Context: an optimization exercise on an open-source flow, tuned for small area, a short achievable clock period and few clock cycles per item. The choices shown serve that exercise and are no tape-out recipe.
RTL that was checked went through simulation tests only; none was proved equivalent to the original.
Power figures rest on the tool's default switching activity, not on a simulated workload.

==> job 1643: inputs <==
## cpu_register_file_move
module cpu_register_file_move (
  input  logic                                clk,
  input  logic                                rst_n,
  input  logic                                in_tvalid,
  output logic                                in_tready,
  input  logic [1:0]                          in_tuser,
  input  logic [crfm_pkg::IN_TDATA_W-1:0]     in_tdata,
  output logic                                out_tvalid,
  input  logic                                out_tready,
  output logic [crfm_pkg::OUT_TDATA_W-1:0]    out_tdata
);
clock: 5.0 ns
lec_check: 0
cap_margin: 20
core_margin: 2
core_utilization: 40
setup_slack_margin: 2.4
slew_margin: 20
standard.sh (not shown) runs the stock make flow with config.mk's settings and CLKGATE_MAP_FILE= SYNTH_SCRIPT=/design/flow/synth_recipe.tcl, a recipe that flattens the netlist after the stock synthesis.
==> flow/flow/run.sh <==
#!/bin/bash
# Standard ORFS layout, with the port buffers made of plain buf_2 cells and
# cell resizing allowed to change footprints, so port buffers and other
# cells can be sized for speed. make's full output goes to its own log in
# this folder.
set -euo pipefail
bash standard.sh MATCH_CELL_FOOTPRINT=0 "BUFFER_PORTS_ARGS=-buffer_cell sky130_fd_sc_hd__buf_2" finish > make_finish.log 2>&1
==> inputs of job 7903, as changes to job 1643 <==
--- a/flow/design.v
+++ b/flow/design.v
@@ -108,17 +108,18 @@
   logic        n_fl2;        
   logic        n_sext;       
   logic        n_usemem;     
   logic [31:0] n_data;       
   logic        n_pcw, n_uspw, n_srw, n_flagw;
   logic        n_rpc, n_rsr, n_rusp, n_rfile;
   logic        n_szb, n_szw;
   logic        n_maen;       
-  logic [2:0]  n_mwl;        
+  logic [2:0]  n_xl;         
+  logic        n_read;
   logic        n_mwen;
   logic        n_rused;
   logic [1:0]  n_err;
   logic [1:0]  n_wsize;
   always_comb begin
     k_read   = (kind == crfm_pkg::KIND_READ);
     k_write  = (kind == crfm_pkg::KIND_WRITE);
     k_move   = (kind == crfm_pkg::KIND_MOVE);
@@ -149,47 +150,52 @@
     n_rpc    = k_read && sel_pc;
     n_rsr    = k_read && sel_sr;
     n_rusp   = k_read && sel_usp;
     n_rfile  = k_read && sel_file;
     n_szb    = szb;
     n_szw    = szw;
     n_maen   = m_ok && (sind || dind);
     n_mwen   = m_ok && dind;
-    n_mwl    = {n_mwen && !(szb || szw), n_mwen && !szb, n_mwen};
+    n_xl     = {k_write || !(szb || szw), k_write || !szb, 1'b1};
+    n_read   = k_read;
     n_rused  = m_ok && sind;
     n_err    = !k_move ? crfm_pkg::ERR_NONE :
                m_err1  ? crfm_pkg::ERR_MEM2MEM :
                m_err2  ? crfm_pkg::ERR_BYTE_MOVEA : crfm_pkg::ERR_NONE;
     n_wsize  = n_mwen ? (szb ? crfm_pkg::SIZE_BYTE : szw ? crfm_pkg::SIZE_WORD
                                                          : crfm_pkg::SIZE_LONG) : 2'd0;
   end
   logic d_v, e_v, d_move, accept, rst_r;
   assign d_move    = d_v && (!e_v || out_tready);
-  assign in_tready = !d_v || !e_v || out_tready;
+  logic room;
+  assign in_tready = room || out_tready;
   assign accept    = in_tvalid && in_tready;
   always_ff @(posedge clk) begin
     rst_r <= !rst_n;
     if (!rst_n) begin
-      d_v <= 1'b0;
-      e_v <= 1'b0;
+      d_v  <= 1'b0;
+      e_v  <= 1'b0;
+      room <= 1'b1;
     end else begin
-      d_v <= accept || (d_v && !d_move);
-      e_v <= d_move || (e_v && !out_tready);
+      d_v  <= accept || (d_v && !d_move);
+      e_v  <= d_move || (e_v && !out_tready);
+      room <= !((accept || (d_v && !d_move)) && (d_move || (e_v && !out_tready)));
     end
   end
   logic [15:0] d_asel, d_bsel;    
   logic        d_hita, d_hitb;    
   logic [3:0]  d_waddr;
   logic        d_fwe, d_fl1, d_fl2, d_sext, d_usemem;
   logic [31:0] d_data;
   logic        d_pcw, d_uspw, d_srw, d_flagw;
   logic        d_rpc, d_rsr, d_rusp, d_rfile;
   logic        d_szb, d_szw, d_maen, d_mwen, d_rused;
-  logic [2:0]  d_mwl;
+  logic [2:0]  d_xl;
+  logic        d_read;
   logic [1:0]  d_err, d_wsize;
   always_ff @(posedge clk) begin
     if (accept) begin
       d_asel   <= 16'd1 << n_aaddr;
       d_hita   <= d_fwe && (d_waddr == n_aaddr);
       d_hitb   <= d_fwe && (d_waddr == n_baddr);
       d_bsel   <= 16'd1 << n_baddr;
       d_waddr  <= n_waddr;
@@ -206,44 +212,43 @@
       d_rpc    <= n_rpc;
       d_rsr    <= n_rsr;
       d_rusp   <= n_rusp;
       d_rfile  <= n_rfile;
       d_szb    <= n_szb;
       d_szw    <= n_szw;
       d_maen   <= n_maen;
       d_mwen   <= n_mwen;
-      d_mwl    <= n_mwl;
+      d_xl     <= n_xl;
+      d_read   <= n_read;
       d_rused  <= n_rused;
       d_err    <= n_err;
       d_wsize  <= n_wsize;
     end
   end
   logic [31:0] regs [16];
   logic [31:0] pc_r, usp_r;
   logic [15:0] sr_r;
   logic [3:0]  e_waddr;
   logic        e_fwe, e_fl1, e_fl2, e_sext;
   logic        e_pcw, e_uspw, e_srw, e_flagw;
   logic        e_szb, e_szw, e_mwen, e_rused;
   logic [1:0]  e_err, e_wsize;
+  logic        e_read;
   logic [31:0] e_src;        
-  logic [31:0] e_rv;         
   logic [31:0] e_ma;         
-  logic [31:0] e_mwd;        
   logic [31:0] wbus, wd;
   logic [15:0] sr_flags;
   logic        flag_n, flag_z;
   always_comb begin
     wbus[15:0]  = e_src[15:0];
     wbus[31:16] = e_sext ? {16{e_src[15]}} : e_src[31:16];
     wd          = rst_r ? '0 : wbus;
     flag_n      = e_szb ? e_src[7] : e_szw ? e_src[15] : e_src[31];
-    flag_z      = (e_src[7:0] == 8'd0) && (e_szb || (e_src[15:8] == 8'd0)) &&
-                  (e_szb || e_szw || (e_src[31:16] == 16'd0));
+    flag_z      = (e_src == 32'd0);
     sr_flags    = {sr_r[15:4], flag_n, flag_z, 2'b00};
   end
   logic [31:0] rda, rdb, opa, opb;
   logic        hita, hitb;
   logic        fa0, fa1, fa2, fb0, fb1, fb2;
   logic [31:0] pc_f, usp_f;
   logic [15:0] sr_f;
   always_comb begin
@@ -280,34 +285,37 @@
       e_srw   <= d_srw;
       e_flagw <= d_flagw;
       e_szb   <= d_szb;
       e_szw   <= d_szw;
       e_mwen  <= d_mwen;
       e_rused <= d_rused;
       e_err   <= d_err;
       e_wsize <= d_wsize;
-      e_src   <= d_usemem ? d_data : opa;
-      e_rv    <= ({32{d_rpc}}   & pc_f) |
-                 ({32{d_rsr}}   & {16'd0, sr_f}) |
-                 ({32{d_rusp}}  & usp_f) |
-                 ({32{d_rfile}} & opa);
+      e_read  <= d_read;
+      e_src   <= d_read ? (({32{d_rpc}}   & pc_f) |
+                           ({32{d_rsr}}   & {16'd0, sr_f}) |
+                           ({32{d_rusp}}  & usp_f) |
+                           ({32{d_rfile}} & opa))
+                        : ({{16{d_xl[2]}}, {8{d_xl[1]}}, {8{d_xl[0]}}} &
+                           (d_usemem ? d_data : opa));
       e_ma    <= {32{d_maen}} & opb;
-      e_mwd   <= {{16{d_mwl[2]}}, {8{d_mwl[1]}}, {8{d_mwl[0]}}} & opa;
     end
   end
   logic we0, we1, we2;
   assign we0 = e_v && e_fwe;
   assign we1 = we0 && e_fl1;
   assign we2 = we0 && e_fl2;
   always_ff @(posedge clk) begin
     for (int i = 0; i < 16; i++) begin
       if (rst_r || (we0 && e_waddr == 4'(i))) regs[i][7:0]   <= wd[7:0];
       if (rst_r || (we1 && e_waddr == 4'(i))) regs[i][15:8]  <= wd[15:8];
       if (rst_r || (we2 && e_waddr == 4'(i))) regs[i][31:16] <= wd[31:16];
     end
-    if (rst_r || (e_v && e_pcw))              pc_r  <= rst_r ? '0 : pc_f;
-    if (rst_r || (e_v && e_uspw))             usp_r <= rst_r ? '0 : usp_f;
-    if (rst_r || (e_v && (e_srw || e_flagw))) sr_r  <= rst_r ? crfm_pkg::SR_RESET : sr_f;
+    if (rst_r || (e_v && e_pcw))              pc_r  <= wd;
+    if (rst_r || (e_v && e_uspw))             usp_r <= wd;
+    if (rst_r || (e_v && (e_srw || e_flagw))) sr_r  <= rst_r ? crfm_pkg::SR_RESET :
+                                                       e_srw ? e_src[15:0] : sr_flags;
   end
   assign out_tvalid = e_v;
-  assign out_tdata  = {2'b00, e_err, e_wsize, e_mwd, e_mwen, e_rused, e_ma, e_rv};
+  assign out_tdata  = {2'b00, e_err, e_wsize, {32{e_mwen}} & e_src, e_mwen, e_rused, e_ma,
+                       {32{e_read}} & e_src};
 endmodule
CORE_UTILIZATION = 70   (was 40)
CTS_CLUSTER_DIAMETER = 80   (was not set)
CTS_CLUSTER_SIZE = 30   (was not set)
PLACE_DENSITY = 0.8   (was not set)
==> notes.md <==
status no timing/DRC/antenna violations; FF-to-FF setup slack 2.35 ns; dpl cell area 35700 sq um; Post-synth top cells edfxtp_1, a22oi_1, nand2_1, clkbuf_1, a22o_1; Wirelength per Cell 36.2 um; Routed met1 length 37000 um; H-tree depth 2; slowest stage delay, CP 0.68 ns; Sw Ratio 0.262; EDFF count, synth 772; Mean Syn Cell Area 14.0 sq um; hold path endpoint e_sext; Max Fclk 377 MHz; Clk power 3.68 mW; final-layout non-clock buffer area share 0.0497; tap cells 615; final WL 117000 um
[end of results for job 7903]
==> notes.md <==
status no timing/DRC/antenna violations; dpl cell area 38700 sq um; Max Fclk 376 MHz; Clk power 6.51 mW; hold path endpoint e_wsize[0]; FF-to-FF setup slack 2.34 ns; H-tree depth 3; final-layout non-clock buffer area share 0.0436; Routed met1 length 47100 um; commonest cells after routing, fill and taps aside edfxtp_1, nand2_1, a22oi_1; slowest stage delay, CP 0.78 ns; Mean Syn Cell Area 14.1 sq um; Post-synth top cells edfxtp_1, nand2_1, a22oi_1, a22o_1, a221oi_1; EDFF count, synth 834
[end of results for job 1643]
No functional check of the RTL was part of any run of this note.

* * *

==> sierra: inputs <==
==> flow/design.v <==
package crfm_pkg;
  localparam int DATA_W      = 32;
  localparam int SR_W        = 16;
  localparam int REG_AW      = 4;
  localparam int REG_CNT     = 16;
  localparam int IN_TDATA_W  = 88;
  localparam int OUT_TDATA_W = 104;
  localparam logic [1:0] KIND_READ  = 2'd0;
  localparam logic [1:0] KIND_WRITE = 2'd1;
  localparam logic [1:0] KIND_MOVE  = 2'd2;
  localparam logic [1:0] MODE_IND = 2'd2;
  localparam logic [1:0] SIZE_BYTE = 2'd0;
  localparam logic [1:0] SIZE_WORD = 2'd1;
  localparam logic [1:0] SIZE_LONG = 2'd2;
  localparam logic [1:0] ERR_NONE       = 2'd0;
  localparam logic [1:0] ERR_MEM2MEM    = 2'd1;
  localparam logic [1:0] ERR_BYTE_MOVEA = 2'd2;
  localparam logic [4:0] SEL_PC    = 5'd0;
  localparam logic [4:0] SEL_SR    = 5'd1;
  localparam logic [4:0] SEL_USP   = 5'd2;
  localparam logic [4:0] SEL_SSP   = 5'd3;
  localparam logic [4:0] SEL_DATA0 = 5'd4;
  localparam logic [4:0] SEL_LAST  = 5'd19;
  localparam logic [SR_W-1:0] SR_RESET     = 16'h2000;
  localparam logic [SR_W-1:0] SR_FLAG_MASK = 16'h000f;
  localparam int              FLAG_N_BIT   = 3;
  localparam int              FLAG_Z_BIT   = 2;
  localparam logic [DATA_W-1:0] MASK_BYTE = 32'h0000_00ff;
  localparam logic [DATA_W-1:0] MASK_WORD = 32'h0000_ffff;
  localparam logic [DATA_W-1:0] MASK_LONG = 32'hffff_ffff;
  localparam logic [DATA_W-1:0] SIGN_BYTE = 32'h0000_0080;
  localparam logic [DATA_W-1:0] SIGN_WORD = 32'h0000_8000;
  localparam logic [DATA_W-1:0] SIGN_LONG = 32'h8000_0000;
  localparam logic [DATA_W-1:0] WORD_EXT  = 32'hffff_0000;
  typedef struct packed {
    logic [1:0]        kind;
    logic [4:0]        reg_select;
    logic [DATA_W-1:0] write_value;
    logic [3:0]        dest_reg;
    logic [1:0]        dest_mode;
    logic [3:0]        source_reg;
    logic [1:0]        source_mode;
    logic [1:0]        op_size;
    logic [DATA_W-1:0] mem_read_data;
  } item_t;
  typedef struct packed {
    logic [DATA_W-1:0] read_value;
    logic [DATA_W-1:0] mem_addr;
    logic              mem_read_used;
    logic              mem_write_valid;
    logic [DATA_W-1:0] mem_write_data;
    logic [1:0]        mem_write_size;
    logic [1:0]        error_code;
  } result_t;
  typedef struct packed {
    logic              ram_we;
    logic [REG_AW-1:0] ram_waddr;
    logic [DATA_W-1:0] ram_wdata;
    logic              pc_we;
    logic              usp_we;
    logic              sr_we;
    logic [SR_W-1:0]   sr_val;
  } wb_t;
  function automatic logic [REG_AW-1:0] sel_to_idx(input logic [4:0] sel);
    logic [4:0] diff;
    diff = sel - SEL_DATA0;
    sel_to_idx = diff[REG_AW-1:0];
  endfunction
endpackage
module cpu_register_file_move (
  input  logic                                clk,
  input  logic                                rst_n,
  input  logic                                in_tvalid,
  output logic                                in_tready,
  input  logic [1:0]                          in_tuser,
  input  logic [crfm_pkg::IN_TDATA_W-1:0]     in_tdata,
  output logic                                out_tvalid,
  input  logic                                out_tready,
  output logic [crfm_pkg::OUT_TDATA_W-1:0]    out_tdata
);
  logic [1:0]  kind;
  logic [4:0]  sel;
  logic [31:0] wval;
  logic [3:0]  dreg;
  logic [3:0]  sreg;
  logic        sind, dind;
  logic [1:0]  osz;
  logic [31:0] mdata;
  assign kind  = in_tuser;
  assign sel   = in_tdata[4:0];
  assign wval  = in_tdata[36:5];
  assign dreg  = in_tdata[40:37];
  assign dind  = (in_tdata[42:41] == crfm_pkg::MODE_IND);
  assign sreg  = in_tdata[46:43];
  assign sind  = (in_tdata[48:47] == crfm_pkg::MODE_IND);
  assign osz   = in_tdata[50:49];
  assign mdata = in_tdata[82:51];
  logic        k_read, k_write, k_move;
  logic        sel_file, sel_pc, sel_sr, sel_usp;
  logic [3:0]  sel_idx;
  logic        m_err1, m_err2, m_ok, m_movea;
  logic        szb, szw;
  logic [3:0]  n_aaddr;      
  logic [3:0]  n_baddr;      
  logic [3:0]  n_waddr;      
  logic        n_fwe;        
  logic        n_fl1;        
  logic        n_fl2;        
  logic        n_sext;       
  logic        n_usemem;     
  logic [31:0] n_data;       
  logic        n_pcw, n_uspw, n_srw, n_flagw;
  logic        n_rpc, n_rsr, n_rusp, n_rfile;
  logic        n_szb, n_szw;
  logic        n_maen;       
  logic [2:0]  n_xl;         
  logic        n_read;
  logic        n_mwen;
  logic        n_rused;
  logic [1:0]  n_err;
  logic [1:0]  n_wsize;
  always_comb begin
    k_read   = (kind == crfm_pkg::KIND_READ);
    k_write  = (kind == crfm_pkg::KIND_WRITE);
    k_move   = (kind == crfm_pkg::KIND_MOVE);
    sel_pc   = (sel == crfm_pkg::SEL_PC);
    sel_sr   = (sel == crfm_pkg::SEL_SR);
    sel_usp  = (sel == crfm_pkg::SEL_USP);
    sel_file = (sel >= crfm_pkg::SEL_SSP) && (sel <= crfm_pkg::SEL_LAST);
    sel_idx  = crfm_pkg::sel_to_idx(sel);
    szb      = (osz == crfm_pkg::SIZE_BYTE);
    szw      = (osz == crfm_pkg::SIZE_WORD);
    m_movea  = !dind && dreg[3];
    m_err1   = sind && dind;
    m_err2   = !m_err1 && m_movea && szb;
    m_ok     = k_move && !m_err1 && !m_err2;
    n_aaddr  = k_move ? sreg : sel_idx;
    n_baddr  = sind ? sreg : dreg;
    n_waddr  = k_move ? dreg : sel_idx;
    n_fwe    = (k_write && sel_file) || (m_ok && !dind);
    n_fl1    = k_write || m_movea || !szb;
    n_fl2    = k_write || m_movea || !(szb || szw);
    n_sext   = k_move && m_movea && szw;
    n_usemem = k_write || sind;
    n_data   = k_write ? wval : mdata;
    n_pcw    = k_write && sel_pc;
    n_uspw   = k_write && sel_usp;
    n_srw    = k_write && sel_sr;
    n_flagw  = m_ok && !m_movea;
    n_rpc    = k_read && sel_pc;
    n_rsr    = k_read && sel_sr;
    n_rusp   = k_read && sel_usp;
    n_rfile  = k_read && sel_file;
    n_szb    = szb;
    n_szw    = szw;
    n_maen   = m_ok && (sind || dind);
    n_mwen   = m_ok && dind;
    n_xl     = {k_write || !(szb || szw), k_write || !szb, 1'b1};
    n_read   = k_read;
    n_rused  = m_ok && sind;
    n_err    = !k_move ? crfm_pkg::ERR_NONE :
               m_err1  ? crfm_pkg::ERR_MEM2MEM :
               m_err2  ? crfm_pkg::ERR_BYTE_MOVEA : crfm_pkg::ERR_NONE;
    n_wsize  = n_mwen ? (szb ? crfm_pkg::SIZE_BYTE : szw ? crfm_pkg::SIZE_WORD
                                                         : crfm_pkg::SIZE_LONG) : 2'd0;
  end
  logic d_v, e_v, d_move, accept, rst_r;
  assign d_move    = d_v && (!e_v || out_tready);
  assign in_tready = !d_v || !e_v || out_tready;
  assign accept    = in_tvalid && in_tready;
  always_ff @(posedge clk) begin
    rst_r <= !rst_n;
    if (!rst_n) begin
      d_v <= 1'b0;
      e_v <= 1'b0;
    end else begin
      d_v <= accept || (d_v && !d_move);
      e_v <= d_move || (e_v && !out_tready);
    end
  end
  logic [15:0] d_asel, d_bsel;    
  logic        d_hita, d_hitb;    
  logic [3:0]  d_waddr;
  logic        d_fwe, d_fl1, d_fl2, d_sext, d_usemem;
  logic [31:0] d_data;
  logic        d_pcw, d_uspw, d_srw, d_flagw;
  logic        d_rpc, d_rsr, d_rusp, d_rfile;
  logic        d_szb, d_szw, d_maen, d_mwen, d_rused;
  logic [2:0]  d_xl;
  logic        d_read;
  logic [1:0]  d_err, d_wsize;
  always_ff @(posedge clk) begin
    if (accept) begin
      d_asel   <= 16'd1 << n_aaddr;
      d_hita   <= d_fwe && (d_waddr == n_aaddr);
      d_hitb   <= d_fwe && (d_waddr == n_baddr);
      d_bsel   <= 16'd1 << n_baddr;
      d_waddr  <= n_waddr;
      d_fwe    <= n_fwe;
      d_fl1    <= n_fl1;
      d_fl2    <= n_fl2;
      d_sext   <= n_sext;
      d_usemem <= n_usemem;
      d_data   <= n_data;
      d_pcw    <= n_pcw;
      d_uspw   <= n_uspw;
      d_srw    <= n_srw;
      d_flagw  <= n_flagw;
      d_rpc    <= n_rpc;
      d_rsr    <= n_rsr;
      d_rusp   <= n_rusp;
      d_rfile  <= n_rfile;
      d_szb    <= n_szb;
      d_szw    <= n_szw;
      d_maen   <= n_maen;
      d_mwen   <= n_mwen;
      d_xl     <= n_xl;
      d_read   <= n_read;
      d_rused  <= n_rused;
      d_err    <= n_err;
      d_wsize  <= n_wsize;
    end
  end
  logic [31:0] regs [16];
  logic [31:0] pc_r, usp_r;
  logic [15:0] sr_r;
  logic [3:0]  e_waddr;
  logic        e_fwe, e_fl1, e_fl2, e_sext;
  logic        e_pcw, e_uspw, e_srw, e_flagw;
  logic        e_szb, e_szw, e_mwen, e_rused;
  logic [1:0]  e_err, e_wsize;
  logic        e_read;
  logic [31:0] e_src;        
  logic [31:0] e_ma;         
  logic [31:0] wbus, wd;
  logic [15:0] sr_flags;
  logic        flag_n, flag_z;
  always_comb begin
    wbus[15:0]  = e_src[15:0];
    wbus[31:16] = e_sext ? {16{e_src[15]}} : e_src[31:16];
    wd          = rst_r ? '0 : wbus;
    flag_n      = e_szb ? e_src[7] : e_szw ? e_src[15] : e_src[31];
    flag_z      = (e_src == 32'd0);
    sr_flags    = {sr_r[15:4], flag_n, flag_z, 2'b00};
  end
  logic [31:0] rda, rdb, opa, opb;
  logic        hita, hitb;
  logic        fa0, fa1, fa2, fb0, fb1, fb2;
  logic [31:0] pc_f, usp_f;
  logic [15:0] sr_f;
  always_comb begin
    rda  = '0;
    rdb  = '0;
    for (int i = 0; i < 16; i++) begin
      rda = rda | ({32{d_asel[i]}} & regs[i]);
      rdb = rdb | ({32{d_bsel[i]}} & regs[i]);
    end
    hita = e_v && d_hita;
    hitb = e_v && d_hitb;
    fa0  = hita;
    fa1  = hita && e_fl1;
    fa2  = hita && e_fl2;
    fb0  = hitb;
    fb1  = hitb && e_fl1;
    fb2  = hitb && e_fl2;
    opa  = {fa2 ? wbus[31:16] : rda[31:16], fa1 ? wbus[15:8] : rda[15:8], fa0 ? wbus[7:0] : rda[7:0]};
    opb  = {fb2 ? wbus[31:16] : rdb[31:16], fb1 ? wbus[15:8] : rdb[15:8], fb0 ? wbus[7:0] : rdb[7:0]};
    pc_f  = (e_v && e_pcw)  ? e_src : pc_r;
    usp_f = (e_v && e_uspw) ? e_src : usp_r;
    sr_f  = (e_v && e_srw)   ? e_src[15:0] :
            (e_v && e_flagw) ? sr_flags : sr_r;
  end
  always_ff @(posedge clk) begin
    if (d_move) begin
      e_waddr <= d_waddr;
      e_fwe   <= d_fwe;
      e_fl1   <= d_fl1;
      e_fl2   <= d_fl2;
      e_sext  <= d_sext;
      e_pcw   <= d_pcw;
      e_uspw  <= d_uspw;
      e_srw   <= d_srw;
      e_flagw <= d_flagw;
      e_szb   <= d_szb;
      e_szw   <= d_szw;
      e_mwen  <= d_mwen;
      e_rused <= d_rused;
      e_err   <= d_err;
      e_wsize <= d_wsize;
      e_read  <= d_read;
      e_src   <= d_read ? (({32{d_rpc}}   & pc_f) |
                           ({32{d_rsr}}   & {16'd0, sr_f}) |
                           ({32{d_rusp}}  & usp_f) |
                           ({32{d_rfile}} & opa))
                        : ({{16{d_xl[2]}}, {8{d_xl[1]}}, {8{d_xl[0]}}} &
                           (d_usemem ? d_data : opa));
      e_ma    <= {32{d_maen}} & opb;
    end
  end
  logic we0, we1, we2;
  assign we0 = e_v && e_fwe;
  assign we1 = we0 && e_fl1;
  assign we2 = we0 && e_fl2;
  always_ff @(posedge clk) begin
    for (int i = 0; i < 16; i++) begin
      if (rst_r || (we0 && e_waddr == 4'(i))) regs[i][7:0]   <= wd[7:0];
      if (rst_r || (we1 && e_waddr == 4'(i))) regs[i][15:8]  <= wd[15:8];
      if (rst_r || (we2 && e_waddr == 4'(i))) regs[i][31:16] <= wd[31:16];
    end
    if (rst_r || (e_v && e_pcw))              pc_r  <= rst_r ? '0 : pc_f;
    if (rst_r || (e_v && e_uspw))             usp_r <= rst_r ? '0 : usp_f;
    if (rst_r || (e_v && (e_srw || e_flagw))) sr_r  <= rst_r ? crfm_pkg::SR_RESET : sr_f;
  end
  assign out_tvalid = e_v;
  assign out_tdata  = {2'b00, e_err, e_wsize, {32{e_mwen}} & e_src, e_mwen, e_rused, e_ma,
                       {32{e_read}} & e_src};
endmodule
==> flow/flow/run.sh <==
#!/bin/bash
# Standard ORFS layout, with the port buffers made of plain buf_2 cells and
# cell resizing allowed to change footprints, so port buffers and other
# cells can be sized for speed. make's full output goes to its own log in
# this folder.
set -euo pipefail
bash standard.sh MATCH_CELL_FOOTPRINT=0 "BUFFER_PORTS_ARGS=-buffer_cell sky130_fd_sc_hd__buf_2" finish > make_finish.log 2>&1
==> flow/standard.sh <==
#!/bin/bash
# synth_recipe.tcl (not shown) runs the flow's synth.tcl, then flattens the netlist and writes it again
# the make line also repeats each setting of config.mk as NAME=value (left out here)
make -C /OpenROAD-flow-scripts/flow DESIGN_CONFIG=/design/flow/config.mk WORK_HOME=/design/flow/orfs CLKGATE_MAP_FILE= SYNTH_SCRIPT=/design/flow/synth_recipe.tcl "${@:-finish}"
==> flow/config.mk <==
export PLATFORM = sky130hd
export DESIGN_NAME = cpu_register_file_move
export DESIGN_NICKNAME = cpu_register_file_move
export VERILOG_FILES = /design/flow/design.v
export SDC_FILE = /design/flow/constraint.sdc
export NUM_CORES = 4
export LEC_CHECK = 0
export CAP_MARGIN = 20
export CORE_MARGIN = 2
export CORE_UTILIZATION = 70
export CTS_CLUSTER_DIAMETER = 80
export CTS_CLUSTER_SIZE = 30
export PLACE_DENSITY = 0.8
export SETUP_SLACK_MARGIN = 2.4
export SLEW_MARGIN = 20
==> flow/constraint.sdc <==
create_clock -name core_clock -period 5.0 [get_ports {clk}]
set_input_delay 1.0000 -clock core_clock [delete_from_list [all_inputs] [get_ports {clk}]]
set_output_delay 1.0000 -clock core_clock [all_outputs]
set_load 0.01 [all_outputs]
==> inputs of raven, as changes to sierra <==
--- a/flow/design.v
+++ b/flow/design.v
@@ -166,20 +166,20 @@
   end
   logic d_v, e_v, d_move, accept, rst_r;
   assign d_move    = d_v && (!e_v || out_tready);
-  assign in_tready = !d_v || !e_v || out_tready;
+  assign in_tready = out_tready;
   assign accept    = in_tvalid && in_tready;
   always_ff @(posedge clk) begin
     rst_r <= !rst_n;
     if (!rst_n) begin
-      d_v <= 1'b0;
-      e_v <= 1'b0;
+      d_v  <= 1'b0;
+      e_v  <= 1'b0;
     end else begin
-      d_v <= accept || (d_v && !d_move);
-      e_v <= d_move || (e_v && !out_tready);
+      d_v  <= accept || (d_v && !d_move);
+      e_v  <= d_move || (e_v && !out_tready);
     end
   end
   logic [15:0] d_asel, d_bsel;    
-  logic        d_hita, d_hitb;    
+  logic        d_fa0, d_fa1, d_fa2, d_fb0, d_fb1, d_fb2;
   logic [3:0]  d_waddr;
   logic        d_fwe, d_fl1, d_fl2, d_sext, d_usemem;
   logic [31:0] d_data;
@@ -190,13 +190,23 @@
   logic        d_read;
   logic [1:0]  d_err, d_wsize;
   always_ff @(posedge clk) begin
+    if (!rst_n) begin
+      d_fwe <= 1'b0;
+    end else if (accept) begin
+      d_fwe <= n_fwe;
+    end
+  end
+  always_ff @(posedge clk) begin
     if (accept) begin
       d_asel   <= 16'd1 << n_aaddr;
-      d_hita   <= d_fwe && (d_waddr == n_aaddr);
-      d_hitb   <= d_fwe && (d_waddr == n_baddr);
+      d_fa0    <= d_fwe && (d_waddr == n_aaddr);
+      d_fa1    <= d_fwe && (d_waddr == n_aaddr) && d_fl1;
+      d_fa2    <= d_fwe && (d_waddr == n_aaddr) && d_fl2;
+      d_fb0    <= d_fwe && (d_waddr == n_baddr);
+      d_fb1    <= d_fwe && (d_waddr == n_baddr) && d_fl1;
+      d_fb2    <= d_fwe && (d_waddr == n_baddr) && d_fl2;
       d_bsel   <= 16'd1 << n_baddr;
       d_waddr  <= n_waddr;
-      d_fwe    <= n_fwe;
       d_fl1    <= n_fl1;
       d_fl2    <= n_fl2;
       d_sext   <= n_sext;
@@ -225,26 +235,25 @@
   logic [31:0] pc_r, usp_r;
   logic [15:0] sr_r;
   logic [3:0]  e_waddr;
-  logic        e_fwe, e_fl1, e_fl2, e_sext;
+  logic        e_fwe, e_fl1, e_fl2;
   logic        e_pcw, e_uspw, e_srw, e_flagw;
   logic        e_szb, e_szw, e_mwen, e_rused;
   logic [1:0]  e_err, e_wsize;
-  logic        e_read;
   logic [31:0] e_src;        
+  logic [31:0] e_rv;         
+  logic [31:0] e_mwd;        
   logic [31:0] e_ma;         
   logic [31:0] wbus, wd;
   logic [15:0] sr_flags;
   logic        flag_n, flag_z;
   always_comb begin
-    wbus[15:0]  = e_src[15:0];
-    wbus[31:16] = e_sext ? {16{e_src[15]}} : e_src[31:16];
+    wbus        = e_src;
     wd          = rst_r ? '0 : wbus;
     flag_n      = e_szb ? e_src[7] : e_szw ? e_src[15] : e_src[31];
     flag_z      = (e_src == 32'd0);
     sr_flags    = {sr_r[15:4], flag_n, flag_z, 2'b00};
   end
-  logic [31:0] rda, rdb, opa, opb;
-  logic        hita, hitb;
+  logic [31:0] rda, rdb, opa, opb, msrc;
   logic        fa0, fa1, fa2, fb0, fb1, fb2;
   logic [31:0] pc_f, usp_f;
   logic [15:0] sr_f;
@@ -255,15 +264,14 @@
       rda = rda | ({32{d_asel[i]}} & regs[i]);
       rdb = rdb | ({32{d_bsel[i]}} & regs[i]);
     end
-    hita = e_v && d_hita;
-    hitb = e_v && d_hitb;
-    fa0  = hita;
-    fa1  = hita && e_fl1;
-    fa2  = hita && e_fl2;
-    fb0  = hitb;
-    fb1  = hitb && e_fl1;
-    fb2  = hitb && e_fl2;
+    fa0  = d_fa0;
+    fa1  = d_fa1;
+    fa2  = d_fa2;
+    fb0  = d_fb0;
+    fb1  = d_fb1;
+    fb2  = d_fb2;
     opa  = {fa2 ? wbus[31:16] : rda[31:16], fa1 ? wbus[15:8] : rda[15:8], fa0 ? wbus[7:0] : rda[7:0]};
+    msrc = d_usemem ? d_data : opa;
     opb  = {fb2 ? wbus[31:16] : rdb[31:16], fb1 ? wbus[15:8] : rdb[15:8], fb0 ? wbus[7:0] : rdb[7:0]};
     pc_f  = (e_v && e_pcw)  ? e_src : pc_r;
     usp_f = (e_v && e_uspw) ? e_src : usp_r;
@@ -276,7 +284,6 @@
       e_fwe   <= d_fwe;
       e_fl1   <= d_fl1;
       e_fl2   <= d_fl2;
-      e_sext  <= d_sext;
       e_pcw   <= d_pcw;
       e_uspw  <= d_uspw;
       e_srw   <= d_srw;
@@ -287,13 +294,13 @@
       e_rused <= d_rused;
       e_err   <= d_err;
       e_wsize <= d_wsize;
-      e_read  <= d_read;
-      e_src   <= d_read ? (({32{d_rpc}}   & pc_f) |
-                           ({32{d_rsr}}   & {16'd0, sr_f}) |
-                           ({32{d_rusp}}  & usp_f) |
-                           ({32{d_rfile}} & opa))
-                        : ({{16{d_xl[2]}}, {8{d_xl[1]}}, {8{d_xl[0]}}} &
-                           (d_usemem ? d_data : opa));
+      e_rv    <= ({32{d_rpc}}   & pc_f) |
+                 ({32{d_rsr}}   & {16'd0, sr_f}) |
+                 ({32{d_rusp}}  & usp_f) |
+                 ({32{d_rfile}} & opa);
+      e_src   <= ({{16{d_xl[2]}}, {8{d_xl[1]}}, {8{d_xl[0]}}} & msrc) |
+                 {{16{d_sext && msrc[15]}}, 16'd0};
+      e_mwd   <= {{16{d_mwen && d_xl[2]}}, {8{d_mwen && d_xl[1]}}, {8{d_mwen}}} & opa;
       e_ma    <= {32{d_maen}} & opb;
     end
   end
@@ -307,11 +314,11 @@
       if (rst_r || (we1 && e_waddr == 4'(i))) regs[i][15:8]  <= wd[15:8];
       if (rst_r || (we2 && e_waddr == 4'(i))) regs[i][31:16] <= wd[31:16];
     end
-    if (rst_r || (e_v && e_pcw))              pc_r  <= rst_r ? '0 : pc_f;
-    if (rst_r || (e_v && e_uspw))             usp_r <= rst_r ? '0 : usp_f;
-    if (rst_r || (e_v && (e_srw || e_flagw))) sr_r  <= rst_r ? crfm_pkg::SR_RESET : sr_f;
+    if (rst_r || (e_v && e_pcw))              pc_r  <= wd;
+    if (rst_r || (e_v && e_uspw))             usp_r <= wd;
+    if (rst_r || (e_v && (e_srw || e_flagw))) sr_r  <= rst_r ? crfm_pkg::SR_RESET :
+                                                       e_srw ? e_src[15:0] : sr_flags;
   end
   assign out_tvalid = e_v;
-  assign out_tdata  = {2'b00, e_err, e_wsize, {32{e_mwen}} & e_src, e_mwen, e_rused, e_ma,
-                       {32{e_read}} & e_src};
+  assign out_tdata  = {2'b00, e_err, e_wsize, e_mwd, e_mwen, e_rused, e_ma, e_rv};
 endmodule
--- a/flow/config.mk
+++ b/flow/config.mk
@@ -7,9 +7,8 @@
 export LEC_CHECK = 0
 export CAP_MARGIN = 20
 export CORE_MARGIN = 2
-export CORE_UTILIZATION = 70
+export CORE_UTILIZATION = 40
 export CTS_CLUSTER_DIAMETER = 80
 export CTS_CLUSTER_SIZE = 30
-export PLACE_DENSITY = 0.8
-export SETUP_SLACK_MARGIN = 2.4
+export SETUP_SLACK_MARGIN = 2.7
 export SLEW_MARGIN = 20
==> inputs of delta, as changes to sierra <==
--- a/flow/config.mk
+++ b/flow/config.mk
@@ -7,9 +7,8 @@
 export LEC_CHECK = 0
 export CAP_MARGIN = 20
 export CORE_MARGIN = 2
-export CORE_UTILIZATION = 70
+export CORE_UTILIZATION = 40
 export CTS_CLUSTER_DIAMETER = 80
 export CTS_CLUSTER_SIZE = 30
-export PLACE_DENSITY = 0.8
 export SETUP_SLACK_MARGIN = 2.4
 export SLEW_MARGIN = 20
==> flow_metrics.tcl <==
set metrics [dict create \
    bufAreaShareNonClock_pct 5.222 \
    sh_seq_area_pct 61.89 \
    ctsResizeCount 4 \
    status "no timing/DRC/antenna violations" \
    dp_hpwl_mm 66.89 \
    p_comb_share_pct 13.4 \
    well_tap_count 664 \
    p_seq_share_pct 60.6 \
    crit_end "e_src[6]" \
    clock_latency_ns 0.62 \
    cp_data_arrival_time_ns 3.11 \
]
# the run above: sierra

==> flow_metrics.tcl <==
set metrics [dict create \
    crit_end "e_src[19]" \
    hold_depth 0 \
    sh_seq_area_pct 62.63 \
    use_met1_pct 37.09 \
    status "no timing/DRC/antenna violations" \
    cp_data_arrival_time_ns 2.67 \
    dp_hpwl_mm 72.46 \
    drive_gt1_share_pct 17.60 \
    ctsResizeCount 79 \
    p_comb_share_pct 11.6 \
    bufAreaShareNonClock_pct 5.674 \
    grt_pass1_wl_mm 176.7 \
    well_tap_count 1165 \
    synth.top_cell.area_share_pct 70.61 \
]
# the run above: raven

==> flow_metrics.tcl <==
set metrics [dict create \
    p_seq_share_pct 59.1 \
    dp_hpwl_mm 74.61 \
    synth.area.top_cells "edfxtp_1 (67%), a22oi_1 (4.4%), a22o_1 (3.7%)" \
    bufAreaShareNonClock_pct 5.100 \
    sh_seq_area_pct 60.67 \
    status "no timing/DRC/antenna violations" \
    clock_latency_ns 0.62 \
    ctsResizeCount 6 \
    nClkBuffers 37 \
    p_comb_share_pct 13.2 \
    well_tap_count 1144 \
    gp_congestion 0.9410 \
    crit_end "e_src[7]" \
]
# the run above: delta

Testbench counts of sierra, summed over its fixed seeds: cycles 16,016, items 16,000.
Testbench counts of raven, summed over its fixed seeds: cycles 16,016, items 16,000.
Testbench counts of delta, summed over its fixed seeds: cycles 16,016, items 16,000.

-- re-timing with driven ports --
No port has a modelled driver above. Below, the same layouts with a new extraction and two added sets of constraints.
Step 1, drivers: a clkbuf_16 drives clk and a buf_2 each remaining input, both assumed.
Step 2 adds t to the input delays and takes it off the output delays; t is the mean of the earliest and latest rising clock arrival at the registers after step 1. Input paths then give back, and output paths get back, about the clock's delay inside the block.
Slacks: no drivers / after step 1 / after step 2; pairs: no drivers / after step 1.
run | t, ns | setup WS [ns] | worst setup path after step 2
job 1643 | 0.703 | 2.337 / 2.337 / 2.102 | input to register
job 7903 | 0.671 | 2.348 / 2.339 / 2.107 | input to register
sierra | 0.668 | 2.349 / 2.339 / 2.055 | input to register
raven | 0.671 | 2.648 / 2.648 / 2.269 | input to register
delta | 0.671 | 2.332 / 2.332 / 2.161 | input to register
After both steps every run listed still meets setup and hold. For raven, which loses most, drivers alone change the setup slack by 0.000 ns; drivers and shift together by -0.379 ns.
